Source: an optimization exercise on an open RTL-to-GDS flow (aim: small area, a short achievable clock period and few clock cycles per item). Production flows keep margins and buffers that such runs may drop. Only the layout flow was run in this run; the RTL was not checked for function there. Power figures rest on the tool's default switching activity, not on a simulated workload.

[design.v]
`default_nettype none
package ccsa_pkg;
   localparam logic [1:0] FUNC_ADD  = 2'd0;
   localparam logic [1:0] FUNC_TIME = 2'd1;
   localparam logic [1:0] FUNC_DATE = 2'd2;
   localparam int REQ_DATA_W = 72;
   localparam int REQ_USER_W = 2;
   localparam int RSP_DATA_W = 40;
   localparam int GRP_W = 8;
   localparam int DAYS_W = 15;
endpackage
`default_nettype wire
`default_nettype none
import ccsa_pkg::*;
module ccsa_div (
   input  logic [ccsa_pkg::GRP_W-1:0]   bits,      
   input  logic [5:0]                   in_sec,    
   input  logic [5:0]                   in_min,
   input  logic [4:0]                   in_hour,
   input  logic [ccsa_pkg::DAYS_W-1:0]  in_days,
   output logic [5:0]                   out_sec,
   output logic [5:0]                   out_min,
   output logic [4:0]                   out_hour,
   output logic [ccsa_pkg::DAYS_W-1:0]  out_days
);
   function automatic logic [4:0] mod30(input logic [5:0] x);
      logic [4:0] r;
      case (x)
         6'd30: r = 5'd0;   6'd31: r = 5'd1;   6'd32: r = 5'd2;   6'd33: r = 5'd3;
         6'd34: r = 5'd4;   6'd35: r = 5'd5;   6'd36: r = 5'd6;   6'd37: r = 5'd7;
         6'd38: r = 5'd8;   6'd39: r = 5'd9;   6'd40: r = 5'd10;  6'd41: r = 5'd11;
         6'd42: r = 5'd12;  6'd43: r = 5'd13;  6'd44: r = 5'd14;  6'd45: r = 5'd15;
         6'd46: r = 5'd16;  6'd47: r = 5'd17;  6'd48: r = 5'd18;  6'd49: r = 5'd19;
         6'd50: r = 5'd20;  6'd51: r = 5'd21;  6'd52: r = 5'd22;  6'd53: r = 5'd23;
         6'd54: r = 5'd24;  6'd55: r = 5'd25;  6'd56: r = 5'd26;  6'd57: r = 5'd27;
         6'd58: r = 5'd28;  6'd59: r = 5'd29;
         default: r = x[4:0];
      endcase
      mod30 = r;
   endfunction
   function automatic logic [3:0] mod12(input logic [4:0] x);
      logic [3:0] r;
      case (x)
         5'd12: r = 4'd0;   5'd13: r = 4'd1;   5'd14: r = 4'd2;   5'd15: r = 4'd3;
         5'd16: r = 4'd4;   5'd17: r = 4'd5;   5'd18: r = 4'd6;   5'd19: r = 4'd7;
         5'd20: r = 4'd8;   5'd21: r = 4'd9;   5'd22: r = 4'd10;  5'd23: r = 4'd11;
         default: r = x[3:0];
      endcase
      mod12 = r;
   endfunction
   always_comb begin
      logic cs, cm, ch;
      out_sec  = in_sec;
      out_min  = in_min;
      out_hour = in_hour;
      out_days = in_days;
      for (int i = GRP_W - 1; i >= 0; i--) begin
         cs = (out_sec  >= 6'd30);
         cm = (out_min  >= 6'd30);
         ch = (out_hour >= 5'd12);
         out_sec  = {mod30(out_sec),  bits[i]};
         out_min  = {mod30(out_min),  cs};
         out_hour = {mod12(out_hour), cm};
         out_days = {out_days[DAYS_W-2:0], ch};
      end
   end
endmodule
`default_nettype wire
`default_nettype none
import ccsa_pkg::*;
module ccsa_cal (
   input  logic [13:0]                  year,
   input  logic [3:0]                   month,
   input  logic [4:0]                   day,
   input  logic                         leap,
   input  logic [ccsa_pkg::DAYS_W-1:0]  days,
   output logic                         jump,      
   output logic [13:0]                  next_year,
   output logic [3:0]                   next_month,
   output logic [4:0]                   next_day,
   output logic [ccsa_pkg::DAYS_W-1:0]  next_days
);
   logic [4:0] mlen;
   logic [5:0] rest;    
   always_comb begin
      case (month)
         4'd2:                    mlen = leap ? 5'd29 : 5'd28;
         4'd4, 4'd6, 4'd9, 4'd11: mlen = 5'd30;
         default:                 mlen = 5'd31;
      endcase
      rest = (day <= mlen) ? (6'(mlen) - 6'(day) + 6'd1) : 6'd1;
      jump = (days >= DAYS_W'(rest));
      next_year  = year;
      next_month = month;
      next_day   = day + days[4:0];
      next_days  = days - DAYS_W'(rest);
      if (jump) begin
         next_day = 5'd1;
         if (month >= 4'd12) begin
            next_month = 4'd1;
            next_year  = (year >= 14'd9999) ? 14'd1 : year + 14'd1;
         end else begin
            next_month = month + 4'd1;
         end
      end
   end
endmodule
`default_nettype wire
`default_nettype none
import ccsa_pkg::*;
module calendar_clock_second_adder_top (
   input  logic                              clock,
   input  logic                              reset,
   input  logic                              req_tvalid,
   output logic                              req_tready,
   input  logic [ccsa_pkg::REQ_DATA_W-1:0]   req_tdata,
   input  logic [ccsa_pkg::REQ_USER_W-1:0]   req_tuser,
   output logic                              rsp_tvalid,
   input  logic                              rsp_tready,
   output logic [ccsa_pkg::RSP_DATA_W-1:0]   rsp_tdata
);
   localparam int NGRP  = (31 + GRP_W - 1) / GRP_W;
   localparam int IDX_W = (NGRP > 4) ? 3 : (NGRP > 2) ? 2 : 1;
   logic [30:0] in_secs;
   logic [4:0]  in_hour;
   logic [5:0]  in_minute;
   logic [5:0]  in_second;
   logic [13:0] in_year;
   logic [3:0]  in_month;
   logic [4:0]  in_day;
   logic [1:0]  in_func;
   assign in_secs   = req_tdata[30:0];
   assign in_hour   = req_tdata[35:31];
   assign in_minute = req_tdata[41:36];
   assign in_second = req_tdata[47:42];
   assign in_year   = req_tdata[61:48];
   assign in_month  = req_tdata[65:62];
   assign in_day    = req_tdata[70:66];
   assign in_func   = req_tuser[1:0];
   logic [13:0] year_ff;
   logic [3:0]  month_ff;
   logic [4:0]  day_ff;
   logic [4:0]  hour_ff;
   logic [5:0]  min_ff;
   logic [5:0]  sec_ff;
   logic        leap_ff;        
   logic        rsp_valid_ff;
   logic              s1_busy_ff;    
   logic [IDX_W-1:0]  idx_ff;        
   logic              hb_full_ff;    
   logic [1:0]        hb_op_ff;
   logic [DAYS_W-1:0] acc_d_ff;
   logic [4:0]        acc_h_ff;
   logic [5:0]        acc_m_ff;
   logic [5:0]        acc_s_ff;
   logic              s2_busy_ff;    
   logic [DAYS_W-1:0] d2_ff;         
   logic slot_free, s2_take, can_fill, accept, commit;
   assign slot_free = !rsp_valid_ff || rsp_tready;
   assign s2_take   = hb_full_ff && !s2_busy_ff && slot_free;
   assign can_fill  = !hb_full_ff || s2_take;
   logic [NGRP*GRP_W-1:0] secs_pad;
   logic [IDX_W-1:0]      idx_top, idx_sel;
   logic [GRP_W-1:0]      grp;
   logic [5:0]            cv_sec, cv_min;
   logic [4:0]            cv_hour;
   logic [DAYS_W-1:0]     cv_days;
   logic                  conv_last;
   assign secs_pad = (NGRP*GRP_W)'(in_secs);
   always_comb begin
      idx_top = '0;
      for (int g = 1; g < NGRP; g++)
         if (secs_pad[g*GRP_W +: GRP_W] != '0) idx_top = IDX_W'(g);
   end
   assign idx_sel   = s1_busy_ff ? idx_ff : idx_top;
   assign grp       = secs_pad[idx_sel*GRP_W +: GRP_W];
   assign conv_last = (idx_sel == '0);
   ccsa_div u_div (
      .bits     (grp),
      .in_sec   (s1_busy_ff ? acc_s_ff : 6'd0),
      .in_min   (s1_busy_ff ? acc_m_ff : 6'd0),
      .in_hour  (s1_busy_ff ? acc_h_ff : 5'd0),
      .in_days  (s1_busy_ff ? acc_d_ff : DAYS_W'(0)),
      .out_sec  (cv_sec),
      .out_min  (cv_min),
      .out_hour (cv_hour),
      .out_days (cv_days)
   );
   logic s1_step;    
   assign s1_step = req_tvalid && (s1_busy_ff || can_fill);
   assign accept  = s1_step && (in_func != FUNC_ADD || conv_last || s1_busy_ff && conv_last);
   assign req_tready = accept;
   logic [6:0]        ts, tm;
   logic [5:0]        th;
   logic [1:0]        tcs, tcm, tch;
   logic [5:0]        t_sec, t_min;
   logic [4:0]        t_hour;
   logic [DAYS_W-1:0] t_days;
   always_comb begin
      ts  = 7'(sec_ff) + 7'(acc_s_ff);
      tcs = (ts >= 7'd120) ? 2'd2 : (ts >= 7'd60) ? 2'd1 : 2'd0;
      t_sec = 6'(ts - 7'(tcs) * 7'd60);
      tm  = 7'(min_ff) + 7'(acc_m_ff) + 7'(tcs);
      tcm = (tm >= 7'd120) ? 2'd2 : (tm >= 7'd60) ? 2'd1 : 2'd0;
      t_min = 6'(tm - 7'(tcm) * 7'd60);
      th  = 6'(hour_ff) + 6'(acc_h_ff) + 6'(tcm);
      tch = (th >= 6'd48) ? 2'd2 : (th >= 6'd24) ? 2'd1 : 2'd0;
      t_hour = 5'(th - 6'(tch) * 6'd24);
      t_days = acc_d_ff + DAYS_W'(tch);
   end
   logic              cal_jump;
   logic [13:0]       cal_year;
   logic [3:0]        cal_month;
   logic [4:0]        cal_day;
   logic [DAYS_W-1:0] cal_days;
   ccsa_cal u_cal (
      .year       (year_ff),
      .month      (month_ff),
      .day        (day_ff),
      .leap       (leap_ff),
      .days       (s2_busy_ff ? d2_ff : t_days),
      .jump       (cal_jump),
      .next_year  (cal_year),
      .next_month (cal_month),
      .next_day   (cal_day),
      .next_days  (cal_days)
   );
   function automatic logic div25(input logic [13:0] y);
      logic [9:0] v;
      logic [7:0] w;
      v = 10'(y[4:0]) + 10'(y[9:5]) * 10'd7 + 10'(y[13:10]) * 10'd24;
      w = 8'(v[4:0]) + 8'(v[9:5]) * 8'd7;
      div25 = (w == 8'd0) || (w == 8'd25) || (w == 8'd50) || (w == 8'd75) ||
              (w == 8'd100) || (w == 8'd125) || (w == 8'd150);
   endfunction
   logic        load_date;
   logic [13:0] leap_year;
   logic        leap_next;
   assign load_date = s2_take && (hb_op_ff == FUNC_DATE);
   assign leap_year = load_date ? acc_d_ff[13:0] : year_ff;
   assign leap_next = (leap_year[1:0] == 2'd0) && (!div25(leap_year) || (leap_year[3:2] == 2'd0));
   always_comb begin
      commit = 1'b0;
      if (s2_busy_ff)
         commit = !cal_jump;
      else if (s2_take)
         commit = (hb_op_ff != FUNC_ADD) || !cal_jump;
   end
   always_ff @(posedge clock) begin
      if (reset) begin
         s1_busy_ff   <= 1'b0;
         hb_full_ff   <= 1'b0;
         s2_busy_ff   <= 1'b0;
         rsp_valid_ff <= 1'b0;
         year_ff      <= 14'd1;
         month_ff     <= 4'd1;
         day_ff       <= 5'd1;
         hour_ff      <= 5'd0;
         min_ff       <= 6'd0;
         sec_ff       <= 6'd0;
         leap_ff      <= 1'b0;
      end else begin
         leap_ff <= leap_next;
         if (commit)
            rsp_valid_ff <= 1'b1;
         else if (rsp_tready)
            rsp_valid_ff <= 1'b0;
         if (s1_step) begin
            s1_busy_ff <= (in_func == FUNC_ADD || s1_busy_ff) && !conv_last;
         end
         if (accept)
            hb_full_ff <= 1'b1;
         else if (s2_take)
            hb_full_ff <= 1'b0;
         if (s2_take) begin
            case (hb_op_ff)
               FUNC_TIME: begin
                  hour_ff <= acc_h_ff;
                  min_ff  <= acc_m_ff;
                  sec_ff  <= acc_s_ff;
               end
               FUNC_DATE: begin
                  year_ff  <= acc_d_ff[13:0];
                  month_ff <= acc_m_ff[3:0];
                  day_ff   <= acc_h_ff;
               end
               FUNC_ADD: begin
                  hour_ff  <= t_hour;
                  min_ff   <= t_min;
                  sec_ff   <= t_sec;
                  year_ff  <= cal_year;
                  month_ff <= cal_month;
                  day_ff   <= cal_day;
                  s2_busy_ff <= cal_jump;
               end
               default: ;
            endcase
         end else if (s2_busy_ff) begin
            year_ff    <= cal_year;
            month_ff   <= cal_month;
            day_ff     <= cal_day;
            s2_busy_ff <= cal_jump;
         end
      end
   end
   always_ff @(posedge clock) begin
      if (s1_step) begin
         idx_ff <= idx_sel - IDX_W'(1);
         if (!s1_busy_ff && in_func != FUNC_ADD) begin
            hb_op_ff <= in_func;
            acc_s_ff <= in_second;
            acc_m_ff <= (in_func == FUNC_DATE) ? 6'(in_month) : in_minute;
            acc_h_ff <= (in_func == FUNC_DATE) ? in_day : in_hour;
            acc_d_ff <= DAYS_W'(in_year);
         end else begin
            hb_op_ff <= FUNC_ADD;
            acc_s_ff <= cv_sec;
            acc_m_ff <= cv_min;
            acc_h_ff <= cv_hour;
            acc_d_ff <= cv_days;
         end
      end
      d2_ff <= cal_days;
   end
   assign rsp_tvalid = rsp_valid_ff;
   assign rsp_tdata  = {sec_ff, min_ff, hour_ff, day_ff, month_ff, year_ff};
endmodule
`default_nettype wire
[run.sh]
#!/bin/bash
# synth_recipe.tcl (not shown) runs the flow's synth.tcl, then flattens the netlist and writes it again
# the make line also repeats each setting of config.mk as NAME=value (left out here)
make -C /OpenROAD-flow-scripts/flow DESIGN_CONFIG=/design/flow/config.mk WORK_HOME=/design/flow/orfs CLKGATE_MAP_FILE= SYNTH_SCRIPT=/design/flow/synth_recipe.tcl finish
[config.mk]
export PLATFORM = sky130hd
export DESIGN_NAME = calendar_clock_second_adder_top
export DESIGN_NICKNAME = calendar_clock_second_adder_top
export VERILOG_FILES = /design/flow/design.v
export SDC_FILE = /design/flow/constraint.sdc
export NUM_CORES = 4
export LEC_CHECK = 0
export CAP_MARGIN = 20
export CORE_MARGIN = 2
export CORE_UTILIZATION = 40
export SLEW_MARGIN = 20
[constraint.sdc]
create_clock -name core_clock -period 11.0 [get_ports {clock}]
set_input_delay 2.2000 -clock core_clock [delete_from_list [all_inputs] [get_ports {clock}]]
set_output_delay 2.2000 -clock core_clock [all_outputs]
set_load 0.01 [all_outputs]
==> results.cfg <==
[status]
status = timing/DRC/antenna clean

[placed_design]
dp_cells = 2134
place_hpwl_um = 29700
globalplace.congestion = 0.926
port_buffers = 118

[floorplan]
io_pins = 120
core_area_sq_um = 31600
die_area_sq_um = 33500
dieWidth_um = 183
core.rowCount = 65
start_util = 0.407
die_h_um = 183

[cts]
cts_tree = yes
h-tree-depth = 3
cts_root_buf = clkbuf_16
clockBufferDepth = 2
cts_buffers = 9
clock-sinks = 96
clkTransAtPathRegs_ns = 0.07
post-cts-setup-buffer-count = 0
clk_latency_ns = 0.36

[worst_setup_path]
rr_endpoint = year_ff[11]$_SDFFE_PP0P_
cp_max_fo = 12
worstPathRequired_ns = 11.20
critPathSlowestCell = or4_4
critPathCaptureType = flip-flop
rr_startpoint = acc_s_ff[0]$_DFFE_PP_
rrSetupSlack_ns = 0.84
crit_type = reg2reg
r2r.worst_path.cells = 46
critPathLaunchType = flip-flop
critPathLaunch = acc_s_ff[0]$_DFFE_PP_
cp-endpoint = year_ff[11]$_SDFFE_PP0P_
slowest_delay_ns = 0.64
crit_arrival_ns = 10.35

[synth]
yosysWarnings = 3
async_flop_share = 0
ys_ff_latch = 96
ys_seq_area_frac = 0.178
synth_top_area_cell = dfxtp_1
ys_types = 107
syn_inst = 1682
synth_top_area_frac = 0.0936
synth_area_leaders = dfxtp_1 9.4%, ha_1 8.9%, edfxtp_1 8.4%
yosys_most_used_dff = dfxtp_1
syn_avg_cell_area_sq_um = 7.63
syn_area_sq_um = 12800
synth_edf_count = 36
syn_nets = 1883

[timing]
slew_headroom = 0.302
fmax_mhz = 98.5
skew_ns = 0.0162
slew_viol_final = 0
fin_setup_tns_ns = 0
hold_violations = 0
fin_crit_sh = 0.923
worst_pin_slew_ns = 1.05
setup_viol = 0
post-route-min-period_ns = 10.16
rsz0062_at_grt = no

[final_layout]
instances_no_fill = 2150
multi_input_area_sq_um = 9780
seq_area_sq_um = 2280
utilization = 0.463
syn_to_final_growth_pct = 13.8
finalNetCount = 1944
n_fill_cell = 3177
n_antenna_cell = 0
drive_above_1_share = 0.0732

[pwr]
irDropWorstVdd_v = 0.0000696
power_w = 0.00169
power_leakage_nw = 5.92
p_per_area_nw_per_um2 = 116

[global_routing]
track_usage = 0.226
grt_pass1_vias = 12195
antenna_found_initial = 0
grt_max_degree = 46
gr-total-overflow = 0
grt_pass1_wl_um = 62300

[hold_path]
min_from = sec_ff[0]$_SDFFE_PP0P_
min_path_type = reg2reg

[route]
routed_via_density = 6.04
num_vias = 12992
detail-route-antenna-nets = 0
wirelength_um = 38400
dr.pass1.iters = 5
route.detailed.drc = 0
initialDrtViolationCount = 1022
post_drt_wl_per_cell_um = 17.9

[run]
maxCapViolCount = 0
-- metrics by stage --
| step | cell area (sq um) | hold slack (ns) | worst slack, ns |
|---|---|---|---|
| global placement | 14300 | 0.509 | 0.523 |
| detailed placement | 14300 | 0.517 | 0.430 |
| finish | 14600 | 0.524 | 0.844 |
| global route | 14600 | 0.541 | 0.0290 |
| CTS | 14600 | 0.527 | 0.370 |
| floorplan | 12800 | 0.496 | 1.22 |
-- registers in the layout (all words and copies together) (netlist names), 6 cells and up --
signal	count
acc_d_ff	15
min_ff	6
sec_ff	6
d2_ff	15
year_ff	14
acc_m_ff	6
acc_s_ff	6
-- cells in the final DEF (no fill, tap or decap), types with 30 or more instances in the layout --
master / Yosys / final
fa_1: 32 / 32
o211ai_1: 36 / 36
nand3_1: 37 / 37
xnor2_1: 50 / 50
a211oi_1: 39 / 39
nand2_1: 172 / 172
clkdlybuf4s50_1: 0 / 117
dfxtp_1: 60 / 59
nor3_1: 50 / 50
edfxtp_1: 36 / 36
nor2_1: 135 / 133
o21ai_0: 98 / 96
inv_1: 109 / 109
xor2_1: 30 / 30
ha_1: 91 / 91
mux2i_1: 37 / 37
a21oi_1: 127 / 126
-- power breakdown --
group | switching [W] | internal [W]
Combinational | 0.000523 | 0.000374
Sequential | 0.0000611 | 0.000424
Clock | 0.000157 | 0.000156
-- critical path: cells and delay by family, from the launching register on --
family,cells,cell delay [ns]
AO/OA/AOI/OAI,12,2.06
buffers and inverters,6,0.34
AND/OR/NAND/NOR,12,2.70
adder cells (fa/ha/maj),11,3.81
flip-flops,1,0.41
XOR/XNOR,5,0.68
-- how the worst min path moves through the flow --
| stage | cells after the start | slack [ns] | endpoint |
|---|---|---|---|
| floorplan | 2 | 0.50 | min_ff[5]$_SDFFE_PP0P_ |
| global placement | 2 | 0.51 | hour_ff[1]$_SDFFE_PP0P_ |
| detailed placement | 2 | 0.52 | hour_ff[2]$_SDFFE_PP0P_ |
| CTS | 2 | 0.53 | hour_ff[2]$_SDFFE_PP0P_ |
| global route | 2 | 0.54 | hour_ff[2]$_SDFFE_PP0P_ |
| finish | 2 | 0.52 | sec_ff[0]$_SDFFE_PP0P_ |
-- synth_stat cells, types with 6 or more instances --
library cell  count
o21ai_1          11
mux2i_1          37
a21oi_1         127
dfxtp_1          60
a211oi_1         39
nand2_1         172
nor3_1           50
o21bai_1         13
a2111oi_0         8
a211o_1           7
nor4_1           13
o22ai_1          12
nand3_1          37
o21a_1           13
a21o_1           27
nor2_1          135
nand4_1          17
o21ai_0          98
nor2b_1          18
o221ai_1          6
and3_1           18
xnor2_1          50
xor2_1           30
o31ai_1          11
mux2_2           23
or2_2             8
buf_2            16
fa_1             32
a221oi_1          9
nand2b_1         17
o211ai_1         36
a22o_1            9
inv_1           109
a311oi_1          8
ha_1             91
and2_1           20
clkbuf_1         68
edfxtp_1         36
or3_1            15
a31oi_1          29
-- metal layers --
layer / global-route usage / share of wire / wire length [um]
met5: 0 / 0 / 0
met4: 0.0586 / 0.019 / 725
met3: 0.0210 / 0.052 / 2010
met2: 0.382 / 0.47 / 18100
met1: 0.310 / 0.46 / 17600
-- final cells by class --
type,instances,share of cell area
clock buffer,9,0.0154
inverter,111,0.0285
multi-input combinational,1384,0.669
sequential,96,0.156
timing repair buffer,141,0.0923
clock inverter,7,0.00368
tap,402,0.0344
-- kinds of logic (layout without fill, tap and decap cells) --
logic type | count (synthesis) | in the layout | share of synthesized area
compound gates | 562 | 562 | 0.304
simple gates | 555 | 555 | 0.210
xor+xnor | 80 | 80 | 0.0546
fa+ha+maj | 125 | 125 | 0.140
mux | 62 | 62 | 0.0511
buf+inv | 202 | 268 | 0.0621
flops | 96 | 96 | 0.178
-- timing repair --
item / in CTS / in global routing
hold buffers: 0 / 0
resized for setup: 0 / 4
endpoints found under the hold margin: 0 / 0
setup endpoints to repair: 0 / 24

what the ideal ports hide:
How much do the figures lean on ideal ports? The routed layout below was timed once more, with nothing changed but the port constraints.
Step 1: set_driving_cell puts a clkbuf_16 on clock and a buf_2 on each other input, an assumption about the parent block.
Step 2 moves the port delays by t, midway between the first and last clock arrival at a register: inputs arrive t later, outputs are due t later. That takes back most of the time a late clock gives input paths.
a / b / c = ideal / step 1 / step 2; a / b = the first two.
t (ns): 0.402
setup WS [ns]: 0.844 / 0.844 / 0.502
worst setup path after step 2: input to register
latest minus earliest clock arrival (ns): 0.016 / 0.016
After both steps this run still meets setup and hold. For this run, drivers alone change the setup slack by 0.000 ns; drivers and shift together by -0.342 ns.
